What follows belongs to an exercise in optimizing a design on an open flow for small area and a short achievable clock period; a production flow would make more cautious choices. The RTL was checked by simulation tests, not by an equivalence proof against the original design. Power is estimated from default activity; no workload was simulated.

## the baseline
==> flow/design.v <==
package pmu_pkg;
    typedef enum logic [1:0] {
        HTRANS_IDLE   = 2'b00,
        HTRANS_BUSY   = 2'b01,
        HTRANS_NONSEQ = 2'b10,
        HTRANS_SEQ    = 2'b11
    } htrans_t;
    typedef enum logic {
        HRESP_OKAY  = 1'b0,
        HRESP_ERROR = 1'b1
    } hresp_t;
    typedef logic [32-1:0] reg_word_t;
    typedef logic [$clog2(12)-1:0] reg_idx_t;
    typedef logic [9-1:0] event_vec_t;
    typedef reg_word_t [12-1:0] reg_bank_t;
endpackage
module pmu_cnt_slice4 (
    input  logic       T,
    input  logic       h,
    input  logic       we,
    input  logic [3:0] q,
    input  logic [3:0] w,
    output logic [3:0] d,
    output logic       gn
);
    logic [3:0] tn;
    assign tn[0] = ~T;
    pmu_nand2 u_n1 (.a(T), .b(q[0]), .y(tn[1]));
    pmu_nand3 u_n2 (.a(T), .b(q[0]), .c(q[1]), .y(tn[2]));
    pmu_nand4 u_n3 (.a(T), .b(q[0]), .c(q[1]), .d(q[2]), .y(tn[3]));
    for (genvar i = 0; i < 4; i++) begin : g_b
        pmu_cnt_bit u_b (.tn(tn[i]), .h(h), .we(we), .q(q[i]), .w(w[i]), .d(d[i]));
    end
    pmu_nand4 u_g (.a(q[0]), .b(q[1]), .c(q[2]), .d(q[3]), .y(gn));
endmodule
module pmu_cnt_bit (
    input  logic tn,
    input  logic h,
    input  logic we,
    input  logic q,
    input  logic w,
    output logic d
);
    assign d = (h & ~(q ^ tn)) | (we & w);
endmodule
module pmu_and2 (input logic a, input logic b, output logic y);
    assign y = a & b;
endmodule
module pmu_nand2 (input logic a, input logic b, output logic y);
    assign y = ~(a & b);
endmodule
module pmu_nand3 (input logic a, input logic b, input logic c, output logic y);
    assign y = ~(a & b & c);
endmodule
module pmu_nand4 (input logic a, input logic b, input logic c, input logic d, output logic y);
    assign y = ~(a & b & c & d);
endmodule
module pmu_nor2 (input logic a, input logic b, output logic y);
    assign y = ~(a | b);
endmodule
module pmu_nor3 (input logic a, input logic b, input logic c, output logic y);
    assign y = ~(a | b | c);
endmodule
module pmu_nor4 (input logic a, input logic b, input logic c, input logic d, output logic y);
    assign y = ~(a | b | c | d);
endmodule
module pmu_a22oi (input logic a1, input logic a2, input logic b1, input logic b2, output logic y);
    assign y = ~((a1 & a2) | (b1 & b2));
endmodule
module pmu_or2 (input logic a, input logic b, output logic y);
    assign y = a | b;
endmodule
module pmu_and3 (input logic a, input logic b, input logic c, output logic y);
    assign y = a & b & c;
endmodule
module pmu_cnt_carry (
    input  logic       e,
    input  logic [7:0] gn,
    output logic [7:0] T
);
    logic [4:1] lo;
    logic [7:5] hi;
    assign T[0]  = e;
    assign lo[1] = ~gn[0];
    pmu_nor2 u_l2 (.a(gn[0]), .b(gn[1]), .y(lo[2]));
    pmu_nor3 u_l3 (.a(gn[0]), .b(gn[1]), .c(gn[2]), .y(lo[3]));
    pmu_nor4 u_l4 (.a(gn[0]), .b(gn[1]), .c(gn[2]), .d(gn[3]), .y(lo[4]));
    assign hi[5] = ~gn[4];
    pmu_nor2 u_h6 (.a(gn[4]), .b(gn[5]), .y(hi[6]));
    pmu_nor3 u_h7 (.a(gn[4]), .b(gn[5]), .c(gn[6]), .y(hi[7]));
    for (genvar j = 1; j < 5; j++) begin : g_tl
        pmu_and2 u_t (.a(e), .b(lo[j]), .y(T[j]));
    end
    for (genvar j = 5; j < 8; j++) begin : g_th
        pmu_and3 u_t (.a(e), .b(lo[4]), .c(hi[j]), .y(T[j]));
    end
endmodule
module pmu_rd6 (
    input  logic [5:0] d,
    input  logic [5:0] s,
    output logic       y
);
    logic [2:0] p;
    assign p[0] = ~((d[0] & s[0]) | (d[1] & s[1]));
    assign p[1] = ~((d[2] & s[2]) | (d[3] & s[3]));
    assign p[2] = ~((d[4] & s[4]) | (d[5] & s[5]));
    assign y = ~&p;
endmodule
module pmu_rd_bit (
    input  logic [11:0] d,
    input  logic [11:0] s,
    output logic        yn
);
    logic [1:0] n;
    pmu_rd6 u_lo (.d(d[5:0]),  .s(s[5:0]),  .y(n[0]));
    pmu_rd6 u_hi (.d(d[11:6]), .s(s[11:6]), .y(n[1]));
    pmu_nor2 u_o (.a(n[0]), .b(n[1]), .y(yn));
endmodule
module pmu_ahb (
    input  logic                       clk_i,
    input  logic                       rstn_i,
    input  logic                       hsel_i,
    input  logic                       hreadyi_i,
    input  logic [32-1:0] haddr_i,
    input  logic                       hwrite_i,
    input  logic [1:0]                 htrans_i,
    input  logic [32-1:0]   hwdata_i,
    output logic                       hreadyo_o,
    output logic                       hresp_o,
    output logic [32-1:0]   hrdata_o,
    input  logic [9-1:0]  events_i,
    output logic                       intr_overflow_o
);
    localparam int W  = 32;
    localparam int NC = 9;
    logic       addr_valid;
    logic [3:0] addr_idx;
    logic [11:0] wr;
    assign addr_valid = hsel_i && hreadyi_i && htrans_i[1];
    assign addr_idx   = haddr_i[5:2];
    always_ff @(posedge clk_i or negedge rstn_i) begin
        if (!rstn_i) begin
            wr <= '0;
        end else begin
            for (int i = 0; i < 12; i++) begin
                wr[i] <= addr_valid && hwrite_i && (addr_idx == 4'(i));
            end
        end
    end
    logic [W-1:0]  cfg_q, cfg_d;
    logic [W-1:0]  cnt_q [NC];
    logic [W-1:0]  cnt_d [NC];
    logic [W-1:0]  st_q, st_d;
    logic [W-1:0]  mask_q, mask_d;
    logic [NC-1:0] wrap;
    logic en, clr;
    assign en  = cfg_q[0];
    assign clr = cfg_q[1];
    for (genvar k = 0; k < NC; k++) begin : g_cnt
        logic       hold, ev;
        logic [7:0] grpn, T;
        assign hold    = !wr[1+k] && !clr;
        assign ev      = en && events_i[k];
        assign wrap[k] = ev && hold && !(|grpn);
        pmu_cnt_carry u_carry (
            .e  (ev),
            .gn (grpn),
            .T  (T)
        );
        for (genvar j = 0; j < 8; j++) begin : g_slice
            pmu_cnt_slice4 u_slice (
                .T  (T[j]),
                .h  (hold),
                .we (wr[1+k]),
                .q  (cnt_q[k][4*j +: 4]),
                .w  (hwdata_i[4*j +: 4]),
                .d  (cnt_d[k][4*j +: 4]),
                .gn (grpn[j])
            );
        end
    end
    assign cfg_d  = wr[0]  ? hwdata_i : cfg_q;
    assign st_d   = (wr[10] ? hwdata_i : st_q) | W'(wrap);
    assign mask_d = wr[11] ? hwdata_i : mask_q;
    logic [11:0]  rsel;
    logic [3:0]   sel_lo;
    logic [2:0]   sel_hi;
    logic [W-1:0] rdn_d, rdn_q;
    for (genvar i = 0; i < 4; i++) begin : g_sel_lo
        assign sel_lo[i] = (addr_idx[1:0] == 2'(i));
    end
    for (genvar i = 0; i < 3; i++) begin : g_sel_hi
        assign sel_hi[i] = (addr_idx[3:2] == 2'(i));
    end
    for (genvar i = 0; i < 12; i++) begin : g_rsel
        pmu_and2 u_sel (.a(sel_lo[i % 4]), .b(sel_hi[i / 4]), .y(rsel[i]));
    end
    for (genvar b = 0; b < W; b++) begin : g_rd
        logic [11:0] col;
        assign col[0]  = cfg_d[b];
        for (genvar k = 0; k < NC; k++) begin : g_col
            assign col[1+k] = cnt_d[k][b];
        end
        assign col[10] = st_d[b];
        assign col[11] = mask_d[b];
        pmu_rd_bit u_rd (
            .d (col),
            .s (rsel),
            .yn (rdn_d[b])
        );
    end
    logic intr_q;
    always_ff @(posedge clk_i or negedge rstn_i) begin
        if (!rstn_i) begin
            cfg_q  <= '0;
            st_q   <= '0;
            mask_q <= '0;
            rdn_q  <= '0;
            intr_q <= 1'b0;
        end else begin
            cfg_q  <= cfg_d;
            st_q   <= st_d;
            mask_q <= mask_d;
            rdn_q  <= rdn_d;
            intr_q <= |(st_d[NC-1:0] & mask_d[NC-1:0]);
        end
    end
    for (genvar k = 0; k < NC; k++) begin : g_cnt_ff
        always_ff @(posedge clk_i or negedge rstn_i) begin
            if (!rstn_i) cnt_q[k] <= '0;
            else         cnt_q[k] <= cnt_d[k];
        end
    end
    assign hrdata_o        = ~rdn_q;
    assign intr_overflow_o = intr_q;
    assign hreadyo_o       = 1'b1;
    assign hresp_o         = 1'b0;
endmodule
==> flow/config.mk <==
export PLATFORM = sky130hd
export DESIGN_NAME = pmu_ahb
export DESIGN_NICKNAME = pmu_ahb
export VERILOG_FILES = /design/flow/design.v
export SDC_FILE = /design/flow/constraint.sdc
export NUM_CORES = 4
export LEC_CHECK = 0
export CAP_MARGIN = 20
export CORE_MARGIN = 2
export CORE_UTILIZATION = 60
export SETUP_SLACK_MARGIN = 3.0
export SLEW_MARGIN = 20
export SYNTH_HIERARCHICAL = 1
export SYNTH_MINIMUM_KEEP_SIZE = 0
export TNS_END_PERCENT = 10
==> flow/constraint.sdc <==
create_clock -name core_clock -period 5.0 [get_ports {clk_i}]
set_input_delay 1.0000 -clock core_clock [delete_from_list [all_inputs] [get_ports {clk_i}]]
set_output_delay 1.0000 -clock core_clock [all_outputs]
set_load 0.01 [all_outputs]
standard.sh (not shown) runs the stock make flow with config.mk's settings and CLKGATE_MAP_FILE= SYNTH_SCRIPT=/design/flow/synth_recipe.tcl, a recipe that flattens the netlist after the stock synthesis.
==> flow/flow/run.sh <==
#!/bin/bash
set -euo pipefail
bash standard.sh "BUFFER_PORTS_ARGS=-buffer_cell sky130_fd_sc_hd__buf_2" finish > standard.log 2>&1
For the candidate, these inputs were changed with respect to the baseline:
diff --git a/flow/design.v b/flow/design.v
--- a/flow/design.v
+++ b/flow/design.v
@@ -72,30 +72,31 @@
 endmodule
 module pmu_and3 (input logic a, input logic b, input logic c, output logic y);
     assign y = a & b & c;
 endmodule
 module pmu_cnt_carry (
     input  logic       e,
+    input  logic       f,
     input  logic [7:0] gn,
     output logic [7:0] T
 );
-    logic [4:1] lo;
+    logic [3:1] lo;
     logic [7:5] hi;
     assign T[0]  = e;
     assign lo[1] = ~gn[0];
     pmu_nor2 u_l2 (.a(gn[0]), .b(gn[1]), .y(lo[2]));
     pmu_nor3 u_l3 (.a(gn[0]), .b(gn[1]), .c(gn[2]), .y(lo[3]));
-    pmu_nor4 u_l4 (.a(gn[0]), .b(gn[1]), .c(gn[2]), .d(gn[3]), .y(lo[4]));
     assign hi[5] = ~gn[4];
     pmu_nor2 u_h6 (.a(gn[4]), .b(gn[5]), .y(hi[6]));
     pmu_nor3 u_h7 (.a(gn[4]), .b(gn[5]), .c(gn[6]), .y(hi[7]));
-    for (genvar j = 1; j < 5; j++) begin : g_tl
+    for (genvar j = 1; j < 4; j++) begin : g_tl
         pmu_and2 u_t (.a(e), .b(lo[j]), .y(T[j]));
     end
+    pmu_and2 u_t4 (.a(e), .b(f), .y(T[4]));
     for (genvar j = 5; j < 8; j++) begin : g_th
-        pmu_and3 u_t (.a(e), .b(lo[4]), .c(hi[j]), .y(T[j]));
+        pmu_and3 u_t (.a(e), .b(f), .c(hi[j]), .y(T[j]));
     end
 endmodule
 module pmu_rd6 (
     input  logic [5:0] d,
     input  logic [5:0] s,
     output logic       y
@@ -153,20 +154,26 @@
     logic [W-1:0]  st_q, st_d;
     logic [W-1:0]  mask_q, mask_d;
     logic [NC-1:0] wrap;
     logic en, clr;
     assign en  = cfg_q[0];
     assign clr = cfg_q[1];
+    logic wlo;
+    assign wlo = &hwdata_i[15:0];
+    logic [NC-1:0] lo_q, lo_d;
     for (genvar k = 0; k < NC; k++) begin : g_cnt
-        logic       hold, ev;
+        logic       hold, ev, lo_inc;
         logic [7:0] grpn, T;
         assign hold    = !wr[1+k] && !clr;
         assign ev      = en && events_i[k];
-        assign wrap[k] = ev && hold && !(|grpn);
+        assign wrap[k] = ev && hold && lo_q[k] && !(|grpn[7:4]);
+        assign lo_inc  = !cnt_q[k][0] && (&cnt_q[k][3:1]) && !(|grpn[3:1]);
+        assign lo_d[k] = wr[1+k] ? wlo : (hold && (ev ? lo_inc : lo_q[k]));
         pmu_cnt_carry u_carry (
             .e  (ev),
+            .f  (lo_q[k]),
             .gn (grpn),
             .T  (T)
         );
         for (genvar j = 0; j < 8; j++) begin : g_slice
             pmu_cnt_slice4 u_slice (
                 .T  (T[j]),
@@ -213,18 +220,20 @@
     always_ff @(posedge clk_i or negedge rstn_i) begin
         if (!rstn_i) begin
             cfg_q  <= '0;
             st_q   <= '0;
             mask_q <= '0;
             rdn_q  <= '0;
+            lo_q   <= '0;
             intr_q <= 1'b0;
         end else begin
             cfg_q  <= cfg_d;
             st_q   <= st_d;
             mask_q <= mask_d;
             rdn_q  <= rdn_d;
+            lo_q   <= lo_d;
             intr_q <= |(st_d[NC-1:0] & mask_d[NC-1:0]);
         end
     end
     for (genvar k = 0; k < NC; k++) begin : g_cnt_ff
         always_ff @(posedge clk_i or negedge rstn_i) begin
             if (!rstn_i) cnt_q[k] <= '0;
Notes after the runs:
- The pre-CTS setup slack in the candidate was higher than what the baseline gave.
- Non-filler instance count after layout, the candidate vs the baseline: up by a few percent
- When the final numbers for the candidate and the baseline were put side by side, the number of sinks driven by the clock tree turned out to be greater in the candidate.
- Final weighted congestion in routability-driven placement of the candidate exceeds that of the baseline by more than 10%.
- STATUS peak ir drop on the vdd network: the candidate loses against the baseline
- For the fraction of final layout cells with drive strength greater than 1, the candidate came in 0.62 points lower than the baseline did.
- Routed wire length on met2, the candidate vs the baseline: up slightly
- Compared with the baseline, the candidate shows count of vias placed by the detailed router that has gone up slightly.
- Per the comparison of the candidate with the baseline, power of the clock network decreased by about 3% relative to the old numbers, fmax climbed about 9%.

separate check: timing with driven ports:
The results above use ideal ports. As a check the final layouts listed here were re-extracted and re-timed, cells and wires unchanged.
Step 1: set_driving_cell puts a clkbuf_16 on clk_i and a buf_2 on each other input, an assumption about the parent block.
Step 2, shift: input delay + t, output delay - t, t = (earliest + latest rising clock arrival at the registers) / 2. This alone moves slack from input paths to output paths.
Three values: ideal, step 1, step 2; two values: the first two.
run	t (ns)	slack for setup (ns)	worst setup path at the end	worst data-port slew with drivers (ns)	pins driven straight from the clock port
the baseline	0.637	2.608 / 2.608 / 2.268	input to register	0.05	1
the candidate	0.635	2.814 / 2.768 / 2.228	input to register	0.05	1
After both steps every run listed still meets setup and hold. The setup slack of the candidate, which loses most, moves by -0.046 ns with the drivers and by -0.586 ns with both steps.
